Source: an optimization exercise on an open RTL-to-GDS flow (aim: small area, a short achievable clock period and few clock cycles per item). Production flows keep margins and buffers that such runs may drop. Only simulation tests tie the RTL to the original design; equivalence was not proved. Power and IR drop assume default switching activity.

===== flow/design.v =====
`timescale 1ns / 1ps
package sqllex_pkg;
  localparam logic [3:0] M_N   = 4'd0;    
  localparam logic [3:0] M_NS  = 4'd1;    
  localparam logic [3:0] M_ND  = 4'd2;    
  localparam logic [3:0] M_B   = 4'd4;    
  localparam logic [3:0] M_BS  = 4'd5;    
  localparam logic [3:0] M_L   = 4'd6;    
  localparam logic [3:0] M_S   = 4'd8;    
  localparam logic [3:0] M_SQ  = 4'd9;    
  localparam logic [3:0] M_W   = 4'd10;   
  localparam logic [3:0] M_NUM = 4'd11;   
endpackage
`timescale 1ns / 1ps
module sqllex_kwmatch (
  input  logic [7:0] s,
  input  logic [4:0] sym,
  output logic [7:0] ns,
  output logic       nacc    
);
  always_comb begin
    ns   = 8'd0;
    nacc = 1'b0;
    case ({s, sym})
      {8'd1, 5'd1}: ns = 8'd8;
      {8'd1, 5'd2}: ns = 8'd21;
      {8'd1, 5'd3}: ns = 8'd5;
      {8'd1, 5'd4}: ns = 8'd18;
      {8'd1, 5'd5}: ns = 8'd3;
      {8'd1, 5'd6}: ns = 8'd10;
      {8'd1, 5'd7}: ns = 8'd22;
      {8'd1, 5'd8}: ns = 8'd7;
      {8'd1, 5'd9}: ns = 8'd17;
      {8'd1, 5'd10}: ns = 8'd15;
      {8'd1, 5'd12}: ns = 8'd14;
      {8'd1, 5'd13}: ns = 8'd16;
      {8'd1, 5'd14}: ns = 8'd6;
      {8'd1, 5'd15}: ns = 8'd19;
      {8'd1, 5'd16}: ns = 8'd4;
      {8'd1, 5'd18}: ns = 8'd9;
      {8'd1, 5'd19}: ns = 8'd2;
      {8'd1, 5'd20}: ns = 8'd11;
      {8'd1, 5'd21}: ns = 8'd13;
      {8'd1, 5'd22}: ns = 8'd20;
      {8'd1, 5'd23}: ns = 8'd12;
      {8'd8, 5'd12}: ns = 8'd27;
      {8'd8, 5'd14}: ns = 8'd38;
      {8'd8, 5'd19}: begin ns = 8'd252; nacc = 1'b1; end
      {8'd8, 5'd22}: ns = 8'd24;
      {8'd21, 5'd5}: ns = 8'd56;
      {8'd21, 5'd9}: ns = 8'd45;
      {8'd21, 5'd12}: ns = 8'd58;
      {8'd21, 5'd15}: ns = 8'd41;
      {8'd21, 5'd25}: begin ns = 8'd252; nacc = 1'b1; end
      {8'd5, 5'd1}: ns = 8'd61;
      {8'd5, 5'd8}: ns = 8'd49;
      {8'd5, 5'd12}: ns = 8'd57;
      {8'd5, 5'd15}: ns = 8'd71;
      {8'd5, 5'd18}: ns = 8'd55;
      {8'd5, 5'd21}: ns = 8'd29;
      {8'd18, 5'd1}: ns = 8'd25;
      {8'd18, 5'd5}: ns = 8'd74;
      {8'd18, 5'd9}: ns = 8'd48;
      {8'd3, 5'd12}: ns = 8'd33;
      {8'd3, 5'd14}: ns = 8'd38;
      {8'd3, 5'd24}: ns = 8'd73;
      {8'd10, 5'd1}: ns = 8'd54;
      {8'd10, 5'd5}: ns = 8'd64;
      {8'd10, 5'd15}: ns = 8'd69;
      {8'd10, 5'd18}: ns = 8'd40;
      {8'd10, 5'd21}: ns = 8'd43;
      {8'd22, 5'd18}: ns = 8'd68;
      {8'd7, 5'd1}: ns = 8'd28;
      {8'd17, 5'd6}: begin ns = 8'd252; nacc = 1'b1; end
      {8'd17, 5'd14}: begin ns = 8'd253; nacc = 1'b1; end
      {8'd17, 5'd19}: begin ns = 8'd252; nacc = 1'b1; end
      {8'd15, 5'd15}: ns = 8'd26;
      {8'd14, 5'd5}: ns = 8'd60;
      {8'd14, 5'd9}: ns = 8'd63;
      {8'd14, 5'd15}: ns = 8'd75;
      {8'd14, 5'd20}: ns = 8'd67;
      {8'd16, 5'd1}: ns = 8'd50;
      {8'd16, 5'd9}: ns = 8'd34;
      {8'd6, 5'd15}: ns = 8'd30;
      {8'd6, 5'd21}: ns = 8'd53;
      {8'd6, 5'd22}: ns = 8'd27;
      {8'd19, 5'd6}: begin ns = 8'd252; nacc = 1'b1; end
      {8'd19, 5'd14}: begin ns = 8'd252; nacc = 1'b1; end
      {8'd19, 5'd16}: ns = 8'd52;
      {8'd19, 5'd18}: begin ns = 8'd254; nacc = 1'b1; end
      {8'd19, 5'd21}: ns = 8'd72;
      {8'd4, 5'd12}: ns = 8'd51;
      {8'd4, 5'd18}: ns = 8'd62;
      {8'd9, 5'd1}: ns = 8'd36;
      {8'd9, 5'd5}: ns = 8'd37;
      {8'd9, 5'd9}: ns = 8'd23;
      {8'd9, 5'd15}: ns = 8'd42;
      {8'd9, 5'd20}: ns = 8'd67;
      {8'd2, 5'd5}: ns = 8'd39;
      {8'd2, 5'd21}: ns = 8'd47;
      {8'd2, 5'd25}: ns = 8'd44;
      {8'd11, 5'd1}: ns = 8'd66;
      {8'd11, 5'd8}: ns = 8'd52;
      {8'd11, 5'd9}: ns = 8'd70;
      {8'd11, 5'd15}: ns = 8'd32;
      {8'd11, 5'd18}: ns = 8'd46;
      {8'd11, 5'd25}: ns = 8'd31;
      {8'd13, 5'd14}: ns = 8'd59;
      {8'd13, 5'd16}: ns = 8'd76;
      {8'd20, 5'd1}: ns = 8'd35;
      {8'd12, 5'd8}: ns = 8'd65;
      {8'd27, 5'd12}: begin ns = 8'd252; nacc = 1'b1; end
      {8'd38, 5'd4}: begin ns = 8'd252; nacc = 1'b1; end
      {8'd24, 5'd7}: begin ns = 8'd252; nacc = 1'b1; end
      {8'd56, 5'd7}: ns = 8'd26;
      {8'd56, 5'd20}: ns = 8'd94;
      {8'd45, 5'd14}: ns = 8'd78;
      {8'd58, 5'd15}: ns = 8'd115;
      {8'd41, 5'd15}: ns = 8'd95;
      {8'd61, 5'd19}: ns = 8'd89;
      {8'd49, 5'd1}: ns = 8'd69;
      {8'd57, 5'd15}: ns = 8'd101;
      {8'd71, 5'd21}: ns = 8'd92;
      {8'd55, 5'd15}: ns = 8'd99;
      {8'd29, 5'd18}: ns = 8'd103;
      {8'd25, 5'd20}: ns = 8'd89;
      {8'd74, 5'd3}: ns = 8'd100;
      {8'd74, 5'd6}: ns = 8'd110;
      {8'd74, 5'd12}: ns = 8'd93;
      {8'd48, 5'd19}: ns = 8'd84;
      {8'd33, 5'd19}: ns = 8'd83;
      {8'd73, 5'd3}: ns = 8'd85;
      {8'd73, 5'd9}: ns = 8'd107;
      {8'd54, 5'd12}: ns = 8'd61;
      {8'd64, 5'd20}: ns = 8'd97;
      {8'd69, 5'd18}: begin ns = 8'd252; nacc = 1'b1; end
      {8'd40, 5'd15}: ns = 8'd116;
      {8'd43, 5'd12}: ns = 8'd27;
      {8'd43, 5'd14}: ns = 8'd106;
      {8'd68, 5'd15}: ns = 8'd112;
      {8'd28, 5'd22}: ns = 8'd121;
      {8'd253, 5'd4}: ns = 8'd81;
      {8'd253, 5'd14}: ns = 8'd79;
      {8'd253, 5'd19}: ns = 8'd87;
      {8'd253, 5'd20}: ns = 8'd98;
      {8'd26, 5'd9}: ns = 8'd108;
      {8'd60, 5'd6}: ns = 8'd30;
      {8'd63, 5'd11}: ns = 8'd89;
      {8'd75, 5'd15}: ns = 8'd113;
      {8'd75, 5'd23}: ns = 8'd79;
      {8'd67, 5'd18}: ns = 8'd96;
      {8'd50, 5'd24}: begin ns = 8'd252; nacc = 1'b1; end
      {8'd34, 5'd14}: begin ns = 8'd255; nacc = 1'b1; end
      {8'd30, 5'd20}: begin ns = 8'd252; nacc = 1'b1; end
      {8'd53, 5'd12}: ns = 8'd27;
      {8'd53, 5'd13}: ns = 8'd77;
      {8'd52, 5'd5}: ns = 8'd108;
      {8'd254, 5'd4}: ns = 8'd79;
      {8'd72, 5'd20}: ns = 8'd79;
      {8'd51, 5'd19}: ns = 8'd117;
      {8'd62, 5'd15}: ns = 8'd91;
      {8'd36, 5'd9}: ns = 8'd61;
      {8'd37, 5'd3}: ns = 8'd118;
      {8'd37, 5'd20}: ns = 8'd80;
      {8'd23, 5'd7}: ns = 8'd119;
      {8'd42, 5'd23}: ns = 8'd114;
      {8'd39, 5'd12}: ns = 8'd122;
      {8'd39, 5'd20}: begin ns = 8'd252; nacc = 1'b1; end
      {8'd47, 5'd2}: ns = 8'd109;
      {8'd47, 5'd13}: begin ns = 8'd252; nacc = 1'b1; end
      {8'd44, 5'd19}: ns = 8'd90;
      {8'd66, 5'd2}: ns = 8'd120;
      {8'd70, 5'd13}: ns = 8'd102;
      {8'd32, 5'd31}: ns = 8'd82;
      {8'd46, 5'd9}: ns = 8'd116;
      {8'd46, 5'd21}: ns = 8'd89;
      {8'd31, 5'd16}: ns = 8'd89;
      {8'd59, 5'd9}: ns = 8'd111;
      {8'd76, 5'd4}: ns = 8'd105;
      {8'd76, 5'd16}: ns = 8'd79;
      {8'd35, 5'd12}: ns = 8'd104;
      {8'd35, 5'd18}: ns = 8'd88;
      {8'd65, 5'd5}: ns = 8'd86;
      {8'd65, 5'd9}: ns = 8'd120;
      {8'd94, 5'd23}: ns = 8'd142;
      {8'd78, 5'd1}: ns = 8'd138;
      {8'd115, 5'd2}: begin ns = 8'd252; nacc = 1'b1; end
      {8'd95, 5'd12}: ns = 8'd127;
      {8'd89, 5'd5}: begin ns = 8'd252; nacc = 1'b1; end
      {8'd101, 5'd2}: begin ns = 8'd252; nacc = 1'b1; end
      {8'd101, 5'd19}: ns = 8'd89;
      {8'd92, 5'd14}: ns = 8'd30;
      {8'd99, 5'd19}: ns = 8'd136;
      {8'd103, 5'd19}: ns = 8'd149;
      {8'd100, 5'd12}: ns = 8'd147;
      {8'd100, 5'd15}: ns = 8'd139;
      {8'd110, 5'd1}: ns = 8'd134;
      {8'd93, 5'd5}: ns = 8'd25;
      {8'd84, 5'd20}: ns = 8'd132;
      {8'd83, 5'd5}: begin ns = 8'd252; nacc = 1'b1; end
      {8'd83, 5'd9}: ns = 8'd130;
      {8'd85, 5'd5}: ns = 8'd128;
      {8'd107, 5'd19}: ns = 8'd137;
      {8'd107, 5'd20}: begin ns = 8'd252; nacc = 1'b1; end
      {8'd97, 5'd3}: ns = 8'd126;
      {8'd116, 5'd13}: begin ns = 8'd252; nacc = 1'b1; end
      {8'd106, 5'd3}: ns = 8'd148;
      {8'd112, 5'd21}: ns = 8'd113;
      {8'd121, 5'd9}: ns = 8'd146;
      {8'd81, 5'd5}: ns = 8'd50;
      {8'd79, 5'd5}: ns = 8'd69;
      {8'd87, 5'd5}: ns = 8'd143;
      {8'd87, 5'd20}: ns = 8'd69;
      {8'd98, 5'd5}: ns = 8'd124;
      {8'd98, 5'd15}: begin ns = 8'd252; nacc = 1'b1; end
      {8'd108, 5'd14}: begin ns = 8'd252; nacc = 1'b1; end
      {8'd113, 5'd16}: begin ns = 8'd252; nacc = 1'b1; end
      {8'd96, 5'd9}: ns = 8'd116;
      {8'd255, 5'd21}: ns = 8'd136;
      {8'd77, 5'd2}: ns = 8'd79;
      {8'd117, 5'd31}: ns = 8'd133;
      {8'd91, 5'd3}: ns = 8'd135;
      {8'd118, 5'd15}: ns = 8'd125;
      {8'd80, 5'd21}: ns = 8'd152;
      {8'd119, 5'd8}: ns = 8'd30;
      {8'd114, 5'd9}: ns = 8'd38;
      {8'd114, 5'd14}: ns = 8'd151;
      {8'd114, 5'd20}: ns = 8'd140;
      {8'd122, 5'd5}: ns = 8'd145;
      {8'd109, 5'd19}: ns = 8'd129;
      {8'd90, 5'd4}: ns = 8'd105;
      {8'd120, 5'd12}: ns = 8'd89;
      {8'd102, 5'd5}: ns = 8'd131;
      {8'd82, 5'd3}: ns = 8'd141;
      {8'd82, 5'd4}: ns = 8'd105;
      {8'd82, 5'd14}: ns = 8'd150;
      {8'd111, 5'd15}: ns = 8'd108;
      {8'd105, 5'd1}: ns = 8'd25;
      {8'd104, 5'd21}: ns = 8'd144;
      {8'd88, 5'd3}: ns = 8'd123;
      {8'd86, 5'd14}: begin ns = 8'd252; nacc = 1'b1; end
      {8'd86, 5'd18}: ns = 8'd89;
      {8'd142, 5'd5}: ns = 8'd52;
      {8'd138, 5'd18}: ns = 8'd157;
      {8'd127, 5'd5}: ns = 8'd159;
      {8'd136, 5'd19}: begin ns = 8'd252; nacc = 1'b1; end
      {8'd149, 5'd15}: ns = 8'd69;
      {8'd147, 5'd1}: ns = 8'd158;
      {8'd139, 5'd4}: ns = 8'd89;
      {8'd134, 5'd21}: ns = 8'd160;
      {8'd132, 5'd9}: ns = 8'd163;
      {8'd130, 5'd6}: begin ns = 8'd252; nacc = 1'b1; end
      {8'd128, 5'd16}: ns = 8'd148;
      {8'd137, 5'd20}: ns = 8'd136;
      {8'd126, 5'd8}: begin ns = 8'd252; nacc = 1'b1; end
      {8'd148, 5'd20}: ns = 8'd59;
      {8'd146, 5'd14}: ns = 8'd24;
      {8'd143, 5'd18}: ns = 8'd30;
      {8'd124, 5'd7}: ns = 8'd79;
      {8'd124, 5'd18}: ns = 8'd153;
      {8'd133, 5'd9}: ns = 8'd154;
      {8'd135, 5'd5}: ns = 8'd156;
      {8'd125, 5'd18}: ns = 8'd38;
      {8'd152, 5'd18}: ns = 8'd108;
      {8'd151, 5'd21}: ns = 8'd116;
      {8'd140, 5'd25}: ns = 8'd31;
      {8'd145, 5'd3}: ns = 8'd30;
      {8'd129, 5'd20}: ns = 8'd69;
      {8'd131, 5'd19}: ns = 8'd162;
      {8'd141, 5'd8}: ns = 8'd49;
      {8'd150, 5'd21}: ns = 8'd155;
      {8'd144, 5'd5}: ns = 8'd136;
      {8'd123, 5'd8}: ns = 8'd161;
      {8'd157, 5'd25}: ns = 8'd117;
      {8'd159, 5'd1}: ns = 8'd108;
      {8'd158, 5'd18}: ns = 8'd89;
      {8'd160, 5'd12}: ns = 8'd30;
      {8'd163, 5'd14}: ns = 8'd145;
      {8'd153, 5'd19}: ns = 8'd122;
      {8'd154, 5'd14}: ns = 8'd166;
      {8'd156, 5'd4}: ns = 8'd164;
      {8'd162, 5'd20}: ns = 8'd165;
      {8'd155, 5'd13}: ns = 8'd77;
      {8'd161, 5'd1}: ns = 8'd167;
      {8'd166, 5'd20}: ns = 8'd169;
      {8'd164, 5'd21}: ns = 8'd158;
      {8'd165, 5'd1}: ns = 8'd168;
      {8'd167, 5'd18}: ns = 8'd170;
      {8'd169, 5'd5}: ns = 8'd171;
      {8'd168, 5'd13}: ns = 8'd113;
      {8'd170, 5'd27}: begin ns = 8'd252; nacc = 1'b1; end
      {8'd171, 5'd7}: ns = 8'd79;
      default: ;
    endcase
  end
endmodule
`timescale 1ns / 1ps
module sqllex_ofifo (
  input  logic       clk,
  input  logic       rst_n,
  input  logic       in_valid,
  output logic       in_stall,
  input  logic       n_end,       
  input  logic [3:0] n_k,
  input  logic [4:0] n_s,
  input  logic [2:0] n_f,         
  input  logic       consume,     
  output logic       i_v,
  output logic       i_end,
  output logic [3:0] i_k,
  output logic [4:0] i_s,
  output logic [2:0] i_f
);
  function automatic logic [2:0] flags(input logic [3:0] k);
    flags = {k == 4'b0101, k == 4'b0100, (k[3] && k[0]) || k == 4'b0110};
  endfunction
  logic       s_v, s_end;
  logic [3:0] s_k;
  logic [4:0] s_s;
  logic       free, taken;
  assign in_stall = s_v;
  assign taken    = in_valid && !s_v;
  assign free     = !i_v || consume;    
  always_ff @(posedge clk) begin
    if (free) begin
      i_end <= s_v ? s_end    : n_end;
      i_k   <= s_v ? s_k      : n_k;
      i_s   <= s_v ? s_s      : n_s;
      i_f   <= s_v ? flags(s_k) : n_f;
    end
    if (!s_v) begin
      s_end <= n_end;
      s_k   <= n_k;
      s_s   <= n_s;
    end
    if (!rst_n) begin
      i_v <= 1'b0;
      s_v <= 1'b0;
    end else if (free) begin
      i_v <= s_v || taken;
      s_v <= 1'b0;
    end else if (taken) begin
      s_v <= 1'b1;
    end
  end
endmodule
`timescale 1ns / 1ps
module sqllex_scan (
  input  logic        clk,
  input  logic        rst_n,
  input  logic [15:0] code_unit,
  input  logic        text_end,
  output logic        n_end,
  output logic [3:0]  n_k,
  output logic [4:0]  n_s,
  output logic [2:0]  n_f,
  input  logic        i_v,
  input  logic        i_end,
  input  logic [3:0]  i_k,
  input  logic [4:0]  i_s,
  input  logic [2:0]  i_f,
  output logic        consume,
  input  logic        out_stall,
  output logic        out_valid,
  output logic [1:0]  out_cls,
  output logic [15:0] out_start,
  output logic [16:0] out_end,
  output logic        out_last,
  output logic        out_ovf
);
  localparam logic [3:0] K_OTHER = 4'b0000;
  localparam logic [3:0] K_SLASH = 4'b0001;
  localparam logic [3:0] K_STAR  = 4'b0010;
  localparam logic [3:0] K_DASH  = 4'b0011;
  localparam logic [3:0] K_QUOTE = 4'b0100;
  localparam logic [3:0] K_CRLF  = 4'b0101;
  localparam logic [3:0] K_DOT   = 4'b0110;
  localparam logic [3:0] K_DOLH  = 4'b1000;    
  localparam logic [3:0] K_DIGIT = 4'b1001;
  localparam logic [3:0] K_LET   = 4'b1010;    
  localparam logic [3:0] K_LETE  = 4'b1011;    
  logic [7:0] c8;
  logic       hz, letter, under, two, n_wst, n_dig;
  assign c8     = code_unit[7:0];
  assign hz     = code_unit[15:8] == 8'd0;
  assign letter = hz && (c8[7:6] == 2'b01) && (c8[4:0] != 5'd0) && (c8[4:0] <= 5'd26);
  assign under  = hz && c8 == 8'h5F;
  assign two    = hz && c8 == 8'h32;
  assign n_dig  = hz && c8[7:4] == 4'h3 && c8[3:0] <= 4'd9;
  assign n_wst  = letter || under;
  assign n_end  = text_end;
  assign n_s    = n_wst ? c8[4:0] : {two, two, 1'b0, two, two};
  logic d_e, d_dolh, d_slash, d_star, d_dash, d_quote, d_crlf, d_dot;
  assign d_e     = letter && c8[4:0] == 5'd5;
  assign d_dolh  = hz && (c8 == 8'h24 || c8 == 8'h23);
  assign d_slash = hz && c8 == 8'h2F;
  assign d_star  = hz && c8 == 8'h2A;
  assign d_dash  = hz && c8 == 8'h2D;
  assign d_quote = hz && c8 == 8'h27;
  assign d_crlf  = hz && (c8 == 8'h0D || c8 == 8'h0A);
  assign d_dot   = hz && c8 == 8'h2E;
  assign n_k = {n_wst || n_dig || d_dolh,
                d_quote || d_crlf || d_dot,
                n_wst || d_star || d_dash || d_dot,
                d_e || n_dig || d_slash || d_dash || d_crlf};
  assign n_f = {d_crlf, d_quote, n_dig || d_dot || d_e};
  logic slash, star, dash, quote, crlf, wstart, digit, wordc, numc;
  assign slash  = i_k == K_SLASH;
  assign star   = i_k == K_STAR;
  assign dash   = i_k == K_DASH;
  assign quote  = i_f[1];
  assign crlf   = i_f[2];
  assign wordc  = i_k[3];
  assign wstart = i_k[3] && i_k[1];
  assign digit  = i_k == K_DIGIT;
  assign numc   = i_f[0];
  logic [3:0]  mode_r, m_nxt, m_go;
  logic        fin_r;     
  logic        bc_r;      
  logic        pov_r;     
  logic [16:0] pos_r, pos_inc;
  logic [15:0] tb_r;
  localparam logic [7:0] DS_START = 8'd1;    
  logic [7:0]  ds_r, ds_step;
  logic        acc;       
  logic        nacc;
  sqllex_kwmatch u_kw (.s(ds_r), .sym(i_s), .ns(ds_step), .nacc(nacc));
  logic close, rescan, newtok, tokopen, bc_set;
  logic m_l, m_sq, m_w, m_num;
  logic close_o;      
  assign close_o = (m_l && crlf) || (m_sq && !quote) || (m_w && !wordc && acc) || (m_num && !numc);
  always_comb begin
    close  = 1'b0;      
    rescan = 1'b0;
    m_nxt  = mode_r;
    case (mode_r)
      sqllex_pkg::M_B:   m_nxt = star ? sqllex_pkg::M_BS : sqllex_pkg::M_B;
      sqllex_pkg::M_BS:  m_nxt = slash ? sqllex_pkg::M_N : (star ? sqllex_pkg::M_BS : sqllex_pkg::M_B);
      sqllex_pkg::M_L:   if (crlf) begin close = 1'b1; rescan = 1'b1; end
      sqllex_pkg::M_S:   m_nxt = quote ? sqllex_pkg::M_SQ : sqllex_pkg::M_S;
      sqllex_pkg::M_SQ:  if (quote) m_nxt = sqllex_pkg::M_S; else begin close = 1'b1; rescan = 1'b1; end
      sqllex_pkg::M_W:   if (!wordc) begin close = acc; rescan = 1'b1; end
      sqllex_pkg::M_NUM: if (!numc) begin close = 1'b1; rescan = 1'b1; end
      sqllex_pkg::M_NS:  if (star) m_nxt = sqllex_pkg::M_B; else rescan = 1'b1;
      sqllex_pkg::M_ND:  if (dash) m_nxt = sqllex_pkg::M_L; else rescan = 1'b1;
      default: rescan = 1'b1;
    endcase
    newtok = 1'b0;
    if (rescan) begin
      newtok = 1'b1;
      if (slash)       m_nxt = sqllex_pkg::M_NS;
      else if (dash)   m_nxt = sqllex_pkg::M_ND;
      else if (quote)  m_nxt = sqllex_pkg::M_S;
      else if (wstart) m_nxt = sqllex_pkg::M_W;
      else if (digit)  m_nxt = sqllex_pkg::M_NUM;
      else begin
        m_nxt  = sqllex_pkg::M_N;
        newtok = 1'b0;
      end
    end
  end
  assign bc_set  = mode_r == sqllex_pkg::M_BS && slash;
  assign tokopen = bc_set || !(m_nxt == sqllex_pkg::M_N || m_nxt == sqllex_pkg::M_NS ||
                               m_nxt == sqllex_pkg::M_ND);
  assign m_go    = (i_end && !tokopen) ? sqllex_pkg::M_N : m_nxt;
  logic offer, wait_out, go, fin_go;
  assign offer     = fin_r ? (!m_w || acc) : (bc_r || (i_v && close_o));
  assign wait_out  = offer && out_stall;       
  assign go        = i_v && !fin_r && !wait_out;
  assign fin_go    = fin_r && !wait_out;
  assign consume   = go;
  assign out_valid = offer;
  assign out_start = tb_r;
  assign out_end   = pos_r;
  assign out_ovf   = (fin_r || bc_r) ? pov_r : pos_r[16];
  assign out_last  = fin_r || bc_r || !(i_end && (quote || digit));
  always_comb begin
    case (mode_r)
      sqllex_pkg::M_S, sqllex_pkg::M_SQ: out_cls = 2'd1;
      sqllex_pkg::M_W:                   out_cls = 2'd2;
      sqllex_pkg::M_NUM:                 out_cls = 2'd3;
      default:                           out_cls = 2'd0;
    endcase
  end
  assign pos_inc = pos_r[16] ? pos_r : pos_r + 17'd1;
  always_ff @(posedge clk) begin
    if (go && newtok) tb_r <= pos_r[15:0] | {16{pos_r[16]}};
    if (go) pov_r <= pos_r[16];
    if (!rst_n) begin
      mode_r <= sqllex_pkg::M_N;
      bc_r   <= 1'b0;
      fin_r  <= 1'b0;
      pos_r  <= '0;
      ds_r   <= DS_START;
      acc    <= 1'b0;
      {m_l, m_sq, m_w, m_num} <= 4'b0000;
    end else if (fin_go) begin
      mode_r <= sqllex_pkg::M_N;
      bc_r   <= 1'b0;
      fin_r  <= 1'b0;
      pos_r  <= '0;
      ds_r   <= DS_START;
      acc    <= 1'b0;
      {m_l, m_sq, m_w, m_num} <= 4'b0000;
    end else if (go) begin
      mode_r <= m_go;
      {m_l, m_sq, m_w, m_num} <= {m_go == sqllex_pkg::M_L, m_go == sqllex_pkg::M_SQ,
                                  m_go == sqllex_pkg::M_W, m_go == sqllex_pkg::M_NUM};
      bc_r   <= bc_set;
      fin_r  <= i_end && tokopen;
      pos_r  <= (i_end && !tokopen) ? 17'd0 : pos_inc;
      ds_r   <= (m_nxt == sqllex_pkg::M_W) ? ds_step : DS_START;
      acc    <= (m_nxt == sqllex_pkg::M_W) && nacc;
    end else if (bc_r && !wait_out) begin
      bc_r   <= 1'b0;
    end
  end
endmodule
`timescale 1ns / 1ps
module sql_lexer_token_classifier_core (
  input  logic        clk,
  input  logic        rst_n,
  input  logic        in_valid,
  output logic        in_stall,
  input  logic [15:0] in_code_unit,
  input  logic        in_text_end,
  output logic        out_valid,
  input  logic        out_stall,
  output logic [1:0]  out_token_class,
  output logic [15:0] out_token_start,
  output logic [16:0] out_token_end,
  output logic        out_run_last,
  output logic        out_offset_overflow
);
  logic       n_end, consume, i_v, i_end;
  logic [3:0] n_k, i_k;
  logic [4:0] n_s, i_s;
  logic [2:0] n_f, i_f;
  sqllex_ofifo u_q (
    .clk      (clk),
    .rst_n    (rst_n),
    .in_valid (in_valid),
    .in_stall (in_stall),
    .n_end    (n_end),
    .n_k      (n_k),
    .n_s      (n_s),
    .n_f      (n_f),
    .consume  (consume),
    .i_v      (i_v),
    .i_end    (i_end),
    .i_k      (i_k),
    .i_s      (i_s),
    .i_f      (i_f)
  );
  sqllex_scan u_scan (
    .clk       (clk),
    .rst_n     (rst_n),
    .code_unit (in_code_unit),
    .text_end  (in_text_end),
    .n_end     (n_end),
    .n_k       (n_k),
    .n_s       (n_s),
    .n_f       (n_f),
    .i_v       (i_v),
    .i_end     (i_end),
    .i_k       (i_k),
    .i_s       (i_s),
    .i_f       (i_f),
    .consume   (consume),
    .out_stall (out_stall),
    .out_valid (out_valid),
    .out_cls   (out_token_class),
    .out_start (out_token_start),
    .out_end   (out_token_end),
    .out_last  (out_run_last),
    .out_ovf   (out_offset_overflow)
  );
endmodule

===== flow/flow/run.sh =====
#!/bin/bash
# Layout: the standard flow (standard.sh, all steps, standard synthesis) with two
# changes:
#  - the buffers that ORFS puts on the input and output ports at global placement are
#    sky130_fd_sc_hd__buf_2 instead of ORFS's default pick (a delay buffer cell); each
#    port still gets its own buffer;
set -euo pipefail
M1=5.3
M2=5.3
cp config.mk config_ports.mk
echo 'export BUFFER_PORTS_ARGS = -buffer_cell sky130_fd_sc_hd__buf_2' >> config_ports.mk
sed "s#DESIGN_CONFIG=[^ ]*config.mk#DESIGN_CONFIG=$PWD/config_ports.mk#" standard.sh > standard_ports.sh
grep -q "config_ports.mk" standard_ports.sh
grep -q "SETUP_SLACK_MARGIN=" standard_ports.sh
sed "s#SETUP_SLACK_MARGIN=[0-9.]*#SETUP_SLACK_MARGIN=$M1#" standard_ports.sh > standard_m1.sh
sed "s#SETUP_SLACK_MARGIN=[0-9.]*#SETUP_SLACK_MARGIN=$M2#" standard_ports.sh > standard_m2.sh
bash standard_m1.sh cts > standard_cts.log 2>&1
bash standard_m2.sh > standard_finish.log 2>&1
test -f out/final.def

===== flow/standard.sh =====
#!/bin/bash
# synth_recipe.tcl (not shown) runs the flow's synth.tcl, then flattens the netlist and writes it again
# the make line also repeats each setting of config.mk as NAME=value (left out here)
make -C /OpenROAD-flow-scripts/flow DESIGN_CONFIG=/design/flow/config.mk WORK_HOME=/design/flow/orfs CLKGATE_MAP_FILE= SYNTH_SCRIPT=/design/flow/synth_recipe.tcl "${@:-finish}"

===== flow/config.mk =====
export PLATFORM = sky130hd
export DESIGN_NAME = sql_lexer_token_classifier_core
export DESIGN_NICKNAME = sql_lexer_token_classifier_core
export VERILOG_FILES = /design/flow/design.v
export SDC_FILE = /design/flow/constraint.sdc
export NUM_CORES = 4
export LEC_CHECK = 0
export CAP_MARGIN = 20
export CORE_MARGIN = 2
export CORE_UTILIZATION = 40
export CTS_BUF_LIST = sky130_fd_sc_hd__clkbuf_8
export SETUP_SLACK_MARGIN = 5
export SLEW_MARGIN = 20

===== flow/constraint.sdc =====
create_clock -name core_clock -period 8.5 [get_ports {clk}]
set_input_delay 1.7000 -clock core_clock [delete_from_list [all_inputs] [get_ports {clk}]]
set_output_delay 1.7000 -clock core_clock [all_outputs]
set_load 0.01 [all_outputs]

==> out/metrics.yaml <==
rows: 49
ir_drop_uv: 109
ys_seq_elements: 78
wl_per_cell_um: 31.5
drt-vias-per-instance: 7.44
die_area_mm2: 0.0191
gp_congestion: 1.19
final_cell_area_mm2: 0.00853
power.total_w: 0.000893
grt_pass1_vias: 9045
post-place-ws_ns: 4.30
portBuffers: 59
relSlewSlack_pct: 25.1
ant_nets: 0
ys.warnings.count: 3
hpwlAfterDp_um: 27000
end_kind: "register"
clk_latency_ns: 0.37
finalNetCount: 1074
clkSinkCount: 78
rsz0062_at_grt: "yes"
cts_hold_buf: 0
drv_cap: 0
drt-initial-drc-count: 1603
cts_tree: "yes"
crit_required_ns: 8.82
max_slew.worst_pin.slew_ns: 1.12
syn_to_final_growth_pct: 18.4
die_y_um: 138
grt_max_degree: 34
drcViolationCount: 0
hold_viol_final: 0
startpoint_type: "register"
cts_max_level: 3
layout_min_cycle_time_ns: 3.29
powerDensity_mw_per_mm2: 105
syn_nets: 1027
cts_buffers: 9
final_core_util_pct: 47.8
vias: 9568
avgSynthCellArea_um2: 7.17
final.period_utilization_pct: 38.7
finalSetupViolations: 0
grt_antenna_before_repair: 0
dr.pass1.iters: 12
synthArstFlopShare_pct: 0
grt_usage_pct: 41.7
setup_ws_ns: 5.21
setup_tns_ns: 0
slew_violations: 0
hp-class: "register to register"
status: "timing/DRC/antenna clean"
synth-main-ff-cell: "dfxtp_1"
placed_area_mm2: 0.00770
die_x_um: 138
critPathMaxFanout: 28
wirelength_um: 40500
grt_pass1_wl_um: 60100
ys_types: 81
arrival_ns: 3.61
clock_skew_ns: 0.0202
root_buffer: "clkbuf_8"
drive_gt1_share_pct: 23.7
cellLeakagePower_nw: 2.85
coreArea_mm2: 0.0178
io_pins: 60
grt_remaining_overflow: 0
criticalPathCategory: "register to register"
timing.fmax_mhz: 304
synthCells: 1005
syn_area_mm2: 0.00720
n_antenna_cell: 0
synth_enable_flop_cells: 30
ys_seq_area_share_pct: 25.8
start_util_pct: 40.4
clockBufferDepth: 2
clk_pin_slew_ns: 0.09
-- cell families (layout without fill, tap and decap cells) --
logic type,count (synthesis),after routing,synth area share [%]
AOI/OAI and AO/OA,286,286,26.2
xor gates and xnor gates,6,6,0.730
adders and majority gates,1,1,0.174
buffers and inverters,104,156,6.69
DFF,78,78,25.8
muxes,8,8,1.18
and+or+nand+nor,522,522,39.1
-- state kept, by name, indices dropped and copies added (netlist names) --
| register | flops |
|---|---|
| u_q.i_v | 1 |
| u_q.s_end | 1 |
| u_scan.bc_r | 1 |
| u_q.s_k | 4 |
| u_q.i_end | 1 |
| u_scan.pos_r | 17 |
| u_scan.m_l | 1 |
| u_q.s_v | 1 |
| u_q.s_s | 5 |
| u_scan.fin_r | 1 |
| u_q.i_k | 4 |
| u_scan.tb_r | 16 |
| u_q.i_s | 5 |
| u_scan.m_num | 1 |
| u_scan.acc | 1 |
| u_scan.pov_r | 1 |
| u_q.i_f | 3 |
| u_scan.m_sq | 1 |
| u_scan.ds_r | 8 |
| u_scan.m_w | 1 |
| u_scan.mode_r | 4 |
-- cell usage after synthesis (all sizes together) (5+ instances only) --
library cell | n | area, µm²
nor2 | 79 | 297
and3 | 9 | 56.3
or2 | 18 | 113
nor3b | 9 | 67.6
nor2b | 14 | 87.6
or3 | 7 | 43.8
a2111oi | 5 | 62.6
or4 | 7 | 56.3
o21ai | 52 | 260
dfxtp | 48 | 961
nand2b | 11 | 68.8
a211oi | 5 | 37.5
inv | 17 | 63.8
o32ai | 20 | 175
clkbuf | 52 | 195
nor3 | 49 | 250
nand2 | 152 | 571
nor4b | 11 | 103
and4b | 7 | 73.8
o221ai | 12 | 105
nand4 | 27 | 175
a22oi | 17 | 138
nand3 | 48 | 245
a31oi | 19 | 119
edfxtp | 30 | 901
buf | 35 | 223
a21oi | 70 | 350
a22o | 5 | 43.8
nor4bb | 12 | 120
nand4b | 10 | 87.6
o22ai | 45 | 282
nand3b | 10 | 75.1
nor4 | 23 | 144
-- critical path: stages (launching register included) --
cell	delay, ns
edfxtp_1	0.34
buf_6	0.26
nor4b_2	0.95
nand2_1	0.52
a31oi_1	0.26
a211o_1	0.37
nor3_1	0.12
and3_1	0.19
nand3_1	0.08
a22o_1	0.12
-- what timing repair did --
item / 4_1_cts / 5_1_grt
gates resized for setup: 19 / 60
setup endpoints to repair: 49 / 42
cloned: 1 / 0
hold endpoints to repair: 0 / 0
pin swaps: 2 / 11
setup buffers: 25 / 14
-- final timing paths --
check / from / end / slack, ns / cells past startpoint
setup / recovery: u_q.i_s[4] / u_scan.ds_r[2] / 5.21 / 9
hold / removal: u_q.s_s[4] / u_q.s_s[4] / 0.46 / 2
setup reg to reg: u_q.i_s[4] / u_scan.ds_r[2] / 5.21 / 9
hold reg to reg: u_q.s_s[4] / u_q.s_s[4] / 0.46 / 2
-- cells in the final DEF (no fill, tap or decap), types with 6 or more instances in the layout --
cell	Yosys	routed
nand2_1	152	139
nor2_1	79	75
a21oi_1	70	66
buf_2	19	59
buf_4	4	56
o21ai_0	51	49
o22ai_1	45	45
nor3_1	48	44
nand3_1	47	43
dfxtp_1	48	42
edfxtp_1	30	30
nand4_1	26	26
a31oi_1	19	19
o32ai_1	20	19
or2_2	18	18
nor4_1	23	17
inv_1	17	15
a22oi_1	15	15
nor2b_1	14	13
o221ai_1	12	11
nand2b_1	11	10
nand3b_1	10	10
nand4b_1	10	10
and3_1	9	9
clkbuf_8	0	9
nor3b_1	9	7
nand2_2	0	7
or3_1	7	7
nor4bb_2	0	6
nand2_4	0	6
buf_6	7	6
dfxtp_2	0	6
-- per-stage QoR --
| stage | hold WS [ns] | cells |
|---|---|---|
| after floorplan | 0.427 | 1005 |
| after global placement | 0.437 | 1230 |
| after detailed placement | 0.445 | 1230 |
| after CTS | 0.457 | 1272 |
| after global routing | 0.478 | 1286 |
| final | 0.456 | 1286 |
-- layout make-up --
type,count,area [µm²]
fillers,1813,9310
multi-input cells,823,5300
flip-flops and latches,78,1870
repair buffers,122,803
well taps,229,287
clock buffers,9,124
clock inverters,7,71.3
inverters,17,67.6
repair inverters,1,5.00
-- power by group --
group | leakage, nW | total (W) | switching, W | internal [W]
clock | 0.0995 | 0.000284 | 0.000147 | 0.000137
sequential | 0.681 | 0.000413 | 0.0000104 | 0.000402
combinational | 2.07 | 0.000196 | 0.000128 | 0.0000677
-- routing by layer --
metal	part of all wire, %	GRT usage [%]	vias up
met3	14	18.9	275
met4	8.9	26.6	0
li1	-	-	3960
met2	41	59.8	883
met5	0	0	-
met1	36	50.7	4450
Testbench counts, summed over its fixed seeds: cycles 30,831, chars 30,799.

-- what the ideal ports hide --
The results above use ideal ports. As a check the final layout listed here was re-extracted and re-timed, cells and wires unchanged.
Step 1 sets driving cells, clkbuf_16 on the clock port and buf_2 on the other inputs (assumed; they add their load-dependent delay and slew).
Step 2 also shifts input and output timing later by t, the mid clock arrival at the registers, as if the neighbouring blocks saw the same clock.
Slacks: ideal / step 1 / step 2; pairs: ideal / step 1.
t (ns): 0.400
setup slack, ns: 5.209 / 5.209 / 5.009
worst register clock-pin slew, ns: 0.10 / 0.10
After both steps this run still meets setup and hold. For this run, drivers alone change the setup slack by 0.000 ns; drivers and shift together by -0.200 ns.
